Background: an optimization exercise with open tools, aiming at small area and a short achievable clock period. Do not read the settings as production practice.
The RTL was checked by simulation tests, not by an equivalence proof against the original design.

Setup of the reference run:
==> module data_mem_ctrl, before the edit <==
module data_mem_ctrl #(
    parameter int DATA_W = 32,
    parameter int DEPTH  = 64
) (
    input  logic                clk,
    input  logic                rst_n,
    input  logic                req,
    input  logic                we,
    input  logic [31:0]         addr,
    input  logic [DATA_W-1:0]   wdata,
    input  logic [DATA_W/8-1:0] be,
    output logic                ready,
    output logic                rvalid,
    output logic [DATA_W-1:0]   rdata,
    output logic                err
);
    localparam int BW    = DATA_W / 8;
    localparam int AW    = $clog2(DEPTH);
    localparam int NG    = 20;               
    logic [AW:0]         cnt_q;
    logic                clearing;
    logic                ready_q;
    localparam int NCLR = 2 * BW;
    logic [NCLR-1:0]     clr_q;
    always_ff @(posedge clk or negedge rst_n) begin
        if (!rst_n) begin
            cnt_q   <= '0;
            ready_q <= 1'b0;
            clr_q   <= '1;
        end else begin
            if (!cnt_q[AW]) begin
                cnt_q <= cnt_q + 1'b1;
            end
            ready_q <= ready_q | (&cnt_q[AW-1:0]);
            for (int k = 0; k < NCLR; k++) begin
                clr_q[k] <= clr_q[k] & ~(&cnt_q[AW-1:0]);
            end
        end
    end
    assign ready    = ready_q;
    assign clearing = ~cnt_q[AW];
    logic                acc;
    logic                oor;
    assign acc = req & cnt_q[AW];
    assign oor = |addr[31:AW+2];
    logic [7:0]          plo_n [2];
    logic [7:0]          phi_n [2];
    logic [DEPTH-1:0]    dec [BW];
    logic [5:0]          a_n;
    for (genvar i = 0; i < 6; i++) begin : g_ainv
        data_mem_inv u_i (.a(addr[2+i]), .y(a_n[i]));
    end
    for (genvar c = 0; c < 2; c++) begin : g_pcopy
        for (genvar v = 0; v < 8; v++) begin : g_pdec
            data_mem_nand3 u_lo (
                .a({v[2] ? addr[4] : a_n[2], v[1] ? addr[3] : a_n[1], v[0] ? addr[2] : a_n[0]}),
                .y(plo_n[c][v])
            );
            data_mem_nand3 u_hi (
                .a({v[2] ? addr[7] : a_n[5], v[1] ? addr[6] : a_n[4], v[0] ? addr[5] : a_n[3]}),
                .y(phi_n[c][v])
            );
        end
    end
    for (genvar r = 0; r < DEPTH; r++) begin : g_dec
        for (genvar l = 0; l < BW; l++) begin : g_lane
            data_mem_nor2 u_n (.a(plo_n[l/2][r%8]), .b(phi_n[l/2][r/8]), .y(dec[l][r]));
        end
    end
    logic [BW-1:0]       lane_en;
    logic [BW-1:0]       en_n [DEPTH];
    assign lane_en = ({BW{acc & we & ~oor}} & be) | {BW{clearing}};
    logic [DATA_W-1:0]   wcol_n [2];
    for (genvar b = 0; b < DATA_W; b++) begin : g_wcol
        for (genvar h = 0; h < 2; h++) begin : g_half
            data_mem_wgate u_g (.d(wdata[b]), .clr(clr_q[2*(b/8) + h]), .w_n(wcol_n[h][b]));
        end
    end
    for (genvar r = 0; r < DEPTH; r++) begin : g_en
        for (genvar l = 0; l < BW; l++) begin : g_lane
            data_mem_wen u_n (
                .sel (dec[l][r]),
                .all (clr_q[2*l + r/(DEPTH/2)]),
                .lane(lane_en[l]),
                .en_n(en_n[r][l])
            );
        end
    end
    logic [DATA_W-1:0]   mem_q [DEPTH];
    logic [DATA_W-1:0]   mem_d [DEPTH];
    logic                rd_acc;
    logic                ld_n;
    logic [DATA_W-1:0]   hq_n;
    logic                rvalid_q;
    logic [DATA_W-1:0]   rdata_q;
    logic [DATA_W-1:0]   rdata_d;
    logic                err_q;
    assign rd_acc = acc & ~we;
    assign ld_n   = ~(rd_acc & ~oor);
    assign hq_n   = ~(rdata_q & {DATA_W{~rd_acc}});
    for (genvar b = 0; b < DATA_W; b++) begin : g_bit
        localparam int L = b / 8;
        logic [NG+1:0] g_n;
        logic [5:0]    x;
        logic [1:0]    z;
        for (genvar g = 0; g < NG; g++) begin : g_grp
            logic [2:0] en3_n;
            logic [2:0] q3;
            logic [2:0] y3;
            assign en3_n = {en_n[3*g+2][L], en_n[3*g+1][L], en_n[3*g][L]};
            assign q3    = {mem_q[3*g+2][b], mem_q[3*g+1][b], mem_q[3*g][b]};
            data_mem_slice3 u_s (
                .en_na(en3_n),
                .en_nb(en3_n),
                .w_n  (wcol_n[g >= NG/2][b]),
                .q    (q3),
                .sel  (dec[L][3*g +: 3]),
                .y    (y3),
                .r_n  (g_n[g])
            );
            assign mem_d[3*g][b]   = y3[0];
            assign mem_d[3*g+1][b] = y3[1];
            assign mem_d[3*g+2][b] = y3[2];
        end
        begin : g_last
            logic [3:0] en4_n;
            logic [3:0] q4;
            logic [3:0] y4;
            assign en4_n = {en_n[3*NG+3][L], en_n[3*NG+2][L], en_n[3*NG+1][L], en_n[3*NG][L]};
            assign q4    = {mem_q[3*NG+3][b], mem_q[3*NG+2][b], mem_q[3*NG+1][b], mem_q[3*NG][b]};
            data_mem_slice4 u_s (
                .en_na(en4_n),
                .en_nb(en4_n),
                .w_n  (wcol_n[1][b]),
                .q    (q4),
                .sel  (dec[L][3*NG +: 4]),
                .y    (y4),
                .r3_n (g_n[NG]),
                .r1_n (g_n[NG+1])
            );
            assign mem_d[3*NG][b]   = y4[0];
            assign mem_d[3*NG+1][b] = y4[1];
            assign mem_d[3*NG+2][b] = y4[2];
            assign mem_d[3*NG+3][b] = y4[3];
        end
        data_mem_nand4 u_x0 (.a(g_n[3:0]),   .y(x[0]));
        data_mem_nand4 u_x1 (.a(g_n[7:4]),   .y(x[1]));
        data_mem_nand4 u_x2 (.a(g_n[11:8]),  .y(x[2]));
        data_mem_nand4 u_x3 (.a(g_n[15:12]), .y(x[3]));
        data_mem_nand3 u_x4 (.a(g_n[18:16]), .y(x[4]));
        data_mem_nand3 u_x5 (.a(g_n[21:19]), .y(x[5]));
        data_mem_nor3  u_z0 (.a(x[2:0]), .y(z[0]));
        data_mem_nor3  u_z1 (.a(x[5:3]), .y(z[1]));
        data_mem_rfin  u_f (
            .z0   (z[0]),
            .z1   (z[1]),
            .ld_n (ld_n),
            .hq_na(hq_n[b]),
            .hq_nb(hq_n[b]),
            .y    (rdata_d[b])
        );
    end
    always_ff @(posedge clk) begin
        for (int r = 0; r < DEPTH; r++) begin
            mem_q[r] <= mem_d[r];
        end
    end
    always_ff @(posedge clk or negedge rst_n) begin
        if (!rst_n) begin
            rvalid_q <= 1'b0;
            rdata_q  <= '0;
            err_q    <= 1'b0;
        end else begin
            rvalid_q <= rd_acc;
            err_q    <= acc & oor;
            rdata_q  <= rdata_d;
        end
    end
    assign rvalid = rvalid_q;
    assign rdata  = rdata_q;
    assign err    = err_q;
endmodule
==> flow/config.mk <==
export PLATFORM = sky130hd
export DESIGN_NAME = data_mem_ctrl
export DESIGN_NICKNAME = data_mem_ctrl
export VERILOG_FILES = /design/flow/design.v
export SDC_FILE = /design/flow/constraint.sdc
export NUM_CORES = 4
export LEC_CHECK = 0
export CAP_MARGIN = 20
export CORE_MARGIN = 2
export CORE_UTILIZATION = 65
export CTS_CLUSTER_DIAMETER = 90
export CTS_CLUSTER_SIZE = 30
export SETUP_SLACK_MARGIN = 1.2
export SLEW_MARGIN = 20
export SYNTH_HIERARCHICAL = 1
export SYNTH_MINIMUM_KEEP_SIZE = 0
export TNS_END_PERCENT = 10
==> flow/constraint.sdc <==
create_clock -name core_clock -period 3.5 [get_ports {clk}]
set_input_delay 0.7000 -clock core_clock [delete_from_list [all_inputs] [get_ports {clk}]]
set_output_delay 0.7000 -clock core_clock [all_outputs]
set_load 0.01 [all_outputs]
standard.sh (not shown) runs the stock make flow with config.mk's settings and CLKGATE_MAP_FILE= SYNTH_SCRIPT=/design/flow/synth_recipe.tcl, a recipe that flattens the netlist after the stock synthesis.
==> flow/flow/run.sh <==
#!/bin/bash
# The standard layout, with the port buffers made of plain buffers (instead of the delay
# cells buffer_ports picks by default) and timing repair free to resize across footprints.
set -euo pipefail
bash standard.sh \
  BUFFER_PORTS_ARGS="-buffer_cell sky130_fd_sc_hd__buf_2" \
  MATCH_CELL_FOOTPRINT=0 \
  finish > standard_flow.log 2>&1
Relative to the reference run, the following input files were edited for the trial run:
--- a/flow/design.v
+++ b/flow/design.v
@@ -122,35 +122,32 @@
     assign ready    = ready_q;
     assign clearing = ~cnt_q[AW];
     logic                acc;
     logic                oor;
     assign acc = req & cnt_q[AW];
     assign oor = |addr[31:AW+2];
-    logic [7:0]          plo_n [2];
-    logic [7:0]          phi_n [2];
-    logic [DEPTH-1:0]    dec [BW];
+    logic [7:0]          plo_n;
+    logic [7:0]          phi_n;
+    logic [DEPTH-1:0]    dec [2];
     logic [5:0]          a_n;
     for (genvar i = 0; i < 6; i++) begin : g_ainv
         data_mem_inv u_i (.a(addr[2+i]), .y(a_n[i]));
     end
-    for (genvar c = 0; c < 2; c++) begin : g_pcopy
-        for (genvar v = 0; v < 8; v++) begin : g_pdec
-            data_mem_nand3 u_lo (
-                .a({v[2] ? addr[4] : a_n[2], v[1] ? addr[3] : a_n[1], v[0] ? addr[2] : a_n[0]}),
-                .y(plo_n[c][v])
-            );
-            data_mem_nand3 u_hi (
-                .a({v[2] ? addr[7] : a_n[5], v[1] ? addr[6] : a_n[4], v[0] ? addr[5] : a_n[3]}),
-                .y(phi_n[c][v])
-            );
-        end
+    for (genvar v = 0; v < 8; v++) begin : g_pdec
+        data_mem_nand3 u_lo (
+            .a({v[2] ? addr[4] : a_n[2], v[1] ? addr[3] : a_n[1], v[0] ? addr[2] : a_n[0]}),
+            .y(plo_n[v])
+        );
+        data_mem_nand3 u_hi (
+            .a({v[2] ? addr[7] : a_n[5], v[1] ? addr[6] : a_n[4], v[0] ? addr[5] : a_n[3]}),
+            .y(phi_n[v])
+        );
     end
     for (genvar r = 0; r < DEPTH; r++) begin : g_dec
-        for (genvar l = 0; l < BW; l++) begin : g_lane
-            data_mem_nor2 u_n (.a(plo_n[l/2][r%8]), .b(phi_n[l/2][r/8]), .y(dec[l][r]));
-        end
+        data_mem_nor2 u_n0 (.a(plo_n[r%8]), .b(phi_n[r/8]), .y(dec[0][r]));
+        data_mem_nor2 u_n1 (.a(plo_n[r%8]), .b(phi_n[r/8]), .y(dec[1][r]));
     end
     logic [BW-1:0]       lane_en;
     logic [BW-1:0]       en_n [DEPTH];
     assign lane_en = ({BW{acc & we & ~oor}} & be) | {BW{clearing}};
     logic [DATA_W-1:0]   wcol_n [2];
     for (genvar b = 0; b < DATA_W; b++) begin : g_wcol
@@ -158,13 +155,13 @@
             data_mem_wgate u_g (.d(wdata[b]), .clr(clr_q[2*(b/8) + h]), .w_n(wcol_n[h][b]));
         end
     end
     for (genvar r = 0; r < DEPTH; r++) begin : g_en
         for (genvar l = 0; l < BW; l++) begin : g_lane
             data_mem_wen u_n (
-                .sel (dec[l][r]),
+                .sel (dec[l/2][r]),
                 .all (clr_q[2*l + r/(DEPTH/2)]),
                 .lane(lane_en[l]),
                 .en_n(en_n[r][l])
             );
         end
     end
@@ -193,13 +190,13 @@
             assign q3    = {mem_q[3*g+2][b], mem_q[3*g+1][b], mem_q[3*g][b]};
             data_mem_slice3 u_s (
                 .en_na(en3_n),
                 .en_nb(en3_n),
                 .w_n  (wcol_n[g >= NG/2][b]),
                 .q    (q3),
-                .sel  (dec[L][3*g +: 3]),
+                .sel  (dec[b/16][3*g +: 3]),
                 .y    (y3),
                 .r_n  (g_n[g])
             );
             assign mem_d[3*g][b]   = y3[0];
             assign mem_d[3*g+1][b] = y3[1];
             assign mem_d[3*g+2][b] = y3[2];
@@ -212,13 +209,13 @@
             assign q4    = {mem_q[3*NG+3][b], mem_q[3*NG+2][b], mem_q[3*NG+1][b], mem_q[3*NG][b]};
             data_mem_slice4 u_s (
                 .en_na(en4_n),
                 .en_nb(en4_n),
                 .w_n  (wcol_n[1][b]),
                 .q    (q4),
-                .sel  (dec[L][3*NG +: 4]),
+                .sel  (dec[b/16][3*NG +: 4]),
                 .y    (y4),
                 .r3_n (g_n[NG]),
                 .r1_n (g_n[NG+1])
             );
             assign mem_d[3*NG][b]   = y4[0];
             assign mem_d[3*NG+1][b] = y4[1];
Results
- Across the trial run and the reference run, none had a timing, DRC or antenna violation.
- Changes observed in the trial run relative to the reference run: portion of the layout cell area used by non-clock buffers +1.4 points, total track usage +0.34 points, count of placed standard cells including taps -35.
- Comparing cell area after layout for the trial run and the reference run, the bigger number came from the trial run.
- Going from the reference run to the trial run, die area fell by about 0.8%, count of clock-buffer cells in the layout fell by 7, placed wire-length estimate after detailed placement rose by 1.1%.

-- separate check: timing with driven ports --
No port has a modelled driver above. Below, the same layouts with a new extraction and two added sets of constraints.
Step 1, drivers: a clkbuf_16 drives clk and a buf_2 each remaining input, both assumed.
Step 2 times the ports against the registers' clock, not the clock port: input delays grow and output delays shrink by t, the midpoint of the rising clock arrivals with the driver on.
a / b / c = no drivers / after step 1 / after step 2; a / b = the first two.
| run | shift t [ns] | slack for setup (ns) | pins driven straight from the clock port |
|---|---|---|---|
| the reference run | 0.778 | 0.976 / 0.894 / 0.116 | 1 |
| the trial run | 0.770 | 1.027 / 1.046 / 0.277 | 1 |
After both steps setup and hold are still met in every run listed. For the reference run, which loses most, drivers alone change the setup slack by -0.082 ns; drivers and shift together by -0.860 ns.
